This design comes from an exercise in tuning for small area on the open sky130 flow, not from production work.
In this exercise RTL edits were held to simulation tests only and were not proved equivalent to the original.
Power figures rest on the tool's default switching activity, not on a simulated workload.

## run A
Design scan_top, start of the top module:
module scan_top (
    input  logic clk,
    input  logic TxD_reset,
    input  logic rx_serial,
    output logic tx_serial,
    output logic tx_busy
);
    logic [3:0] sc_q;       
    logic       tick;
    assign tick = (sc_q == 4'd15);
    always_ff @(posedge clk) begin
        sc_q <= sc_q + 4'd1;
    end
    logic [3:0] rb_q;
    logic       dv;
    logic [2:0] j;
    logic       b;
    assign b  = rx_serial;
    assign dv = tick & ~rb_q[3];
    assign j  = rb_q[2:0];
    always_ff @(posedge clk) begin
        if (TxD_reset) begin
            rb_q <= 4'd9;
        end else if (rb_q == 4'd9) begin
            if (!b) rb_q <= tick ? 4'd0 : 4'd15;
        end else if (tick) begin
            rb_q <= rb_q + 4'd1;
        end
    end
    localparam logic [2:0] HA = 3'd0, HB = 3'd1, CN = 3'd2, FS = 3'd3, LS = 3'd4, SM = 3'd5;
    logic [2:0]  st_q;
    logic        hi_q;
    logic [3:0]  k;
    logic        byte_done;
    logic        field_done;
    assign k          = {hi_q, j};
    assign byte_done  = dv & (j == 3'd7);
    assign field_done = byte_done & hi_q;
    logic [7:0]  den_q;
    logic [7:0]  idx_q;
    logic [15:0] a_q;       
    logic [15:0] s_q;       
    logic [8:0]  r_q;       
    logic [8:0]  e_q;       
    logic        d_q;       
    logic        c_q;       
    logic        first;     
    logic        last;      
    logic [2:0][15:0] p_q;
    logic [1:0]  mi_q;      
    logic [1:0]  ma_q;      
    logic [1:0]  fr;        
    logic        maxv_q;    
    logic        lt_q, gt_q, nz_q, nr_q;
    logic [15:0] mina_q;    
    logic [15:0] maxa_q;
    logic [15:0] mask_q;
    localparam logic [2:0] Q_IDLE = 3'd0, Q_DIV = 3'd1, Q_COR = 3'd2, Q_E1 = 3'd3,
                           Q_E2 = 3'd4, Q_A = 3'd5;
    logic [2:0]  sq_q;
    logic        p9;        
    logic        p0;
    logic        dbit;      
    logic        dsub;      
    logic        den0;
    assign p9   = ~sc_q[3] | (sc_q == 4'd8);
    assign p0   = (sc_q == 4'd0);
    assign dbit = ~sc_q[3] & den_q[0];
    assign den0 = (den_q == 8'd0);
  ...
export LEC_CHECK = 0
export CAP_MARGIN = 20
export CORE_MARGIN = 2
export CORE_UTILIZATION = 70
export CTS_BUF_LIST = sky130_fd_sc_hd__clkbuf_4 sky130_fd_sc_hd__clkbuf_8
export SLEW_MARGIN = 20
create_clock -name core_clock -period 10.0 [get_ports {clk}]
standard.sh (not shown) runs the stock make flow with config.mk's settings and CLKGATE_MAP_FILE= SYNTH_SCRIPT=/design/flow/synth_recipe.tcl, a recipe that flattens the netlist after the stock synthesis.
==> flow/flow/run.sh <==
#!/bin/bash
set -euo pipefail
bash standard.sh finish "CTS_ARGS=-sink_clustering_enable -repair_clock_nets -dont_use_dummy_load -sink_clustering_size 20 -sink_clustering_max_diameter 100 -buf_list {sky130_fd_sc_hd__clkbuf_8}" > run_make.log 2>&1
Run A went all the way through the flow, and no timing, DRC or antenna check failed.
#### Input delta (run B over run A)
==> flow/flow/run.sh <==
#!/bin/bash
set -euo pipefail
bash standard.sh finish "CTS_ARGS=-sink_clustering_enable -repair_clock_nets -dont_use_dummy_load -sink_clustering_size 35 -sink_clustering_max_diameter 150 -buf_list {sky130_fd_sc_hd__clkbuf_16}" > run_make.log 2>&1
### Flow results
Fraction of the cycle the final worst path needs sits higher in run B than in run A. [compare] base=run A new=run B: number of inserted diodes flat, overall power consumption up about 13%. The core of run B is more densely filled than that of run A. Summary: with run A as the reference, final wirelength in run B moved up by a few percent. Re number of buffers on the longest clock path: no difference whatsoever between run B and run A. Run B vs. run A: clock network fraction of design power went up 8.1 points, peak per-stage delay on the critical path went up by 0.03 ns, clock edge transition at the registers on the reported setup and hold paths went down by 0.04 ns, fraction of area in registers now smaller.
> inputs changed (run B -> run C)
==> flow/run.sh (new file) <==
#!/bin/bash
# synth_recipe.tcl (not shown) runs the flow's synth.tcl, then flattens the netlist and writes it again
# the make line also repeats each setting of config.mk as NAME=value (left out here)
make -C /OpenROAD-flow-scripts/flow DESIGN_CONFIG=/design/flow/config.mk WORK_HOME=/design/flow/orfs CLKGATE_MAP_FILE= SYNTH_SCRIPT=/design/flow/synth_recipe.tcl finish
removed: flow/flow/run.sh
removed: flow/standard.sh
### Flow results
No run among run C and run B stopped early or left any final violation; all are clean. On final area, run C does worse than run B. First-iteration DRC count (run B / run C): 0.939. When the final numbers for run C and run B were put side by side, the final standard cell count with taps included and fillers excluded turned out to be smaller in run B. As far as number of buffers on the longest clock path goes, run C and run B are indistinguishable; the numbers are identical. From run C to run B, area after synthesis did not move at all. On area growth from synthesis to layout, the lower figure sits with run B, not run C. Status: via count parity (run C, run B). Delta (run C minus run B): final period demand of the worst path now smaller; global-route usage did not really move; final worst-path setup slack went up.

## afterwards: timing with drivers on the ports
How much do the figures lean on ideal ports? The routed layouts below were timed once more, with nothing changed but the port constraints. Step 1: set_driving_cell puts a clkbuf_16 on clk and a buf_2 on each other input, an assumption about the parent block. Step 2 adds t to the input delays and takes it off the output delays; t is the mean of the earliest and latest rising clock arrival at the registers after step 1. Input paths then give back, and output paths get back, about the clock's delay inside the block. Three values: ideal, step 1, step 2; two values: the first two.
run	shift t [ns]	setup slack, ns	clock arrival spread, ns	worst register clock-pin slew, ns
run A	0.483	5.742 / 5.753 / 5.270	0.039 / 0.039	0.10 / 0.10
run B	0.460	5.667 / 5.680 / 5.220	0.026 / 0.026	0.07 / 0.07
run C	0.498	5.778 / 5.787 / 5.288	0.020 / 0.019	0.11 / 0.11
After both steps every run listed still meets setup and hold. For run C, which loses most, drivers alone change the setup slack by +0.009 ns; drivers and shift together by -0.490 ns.
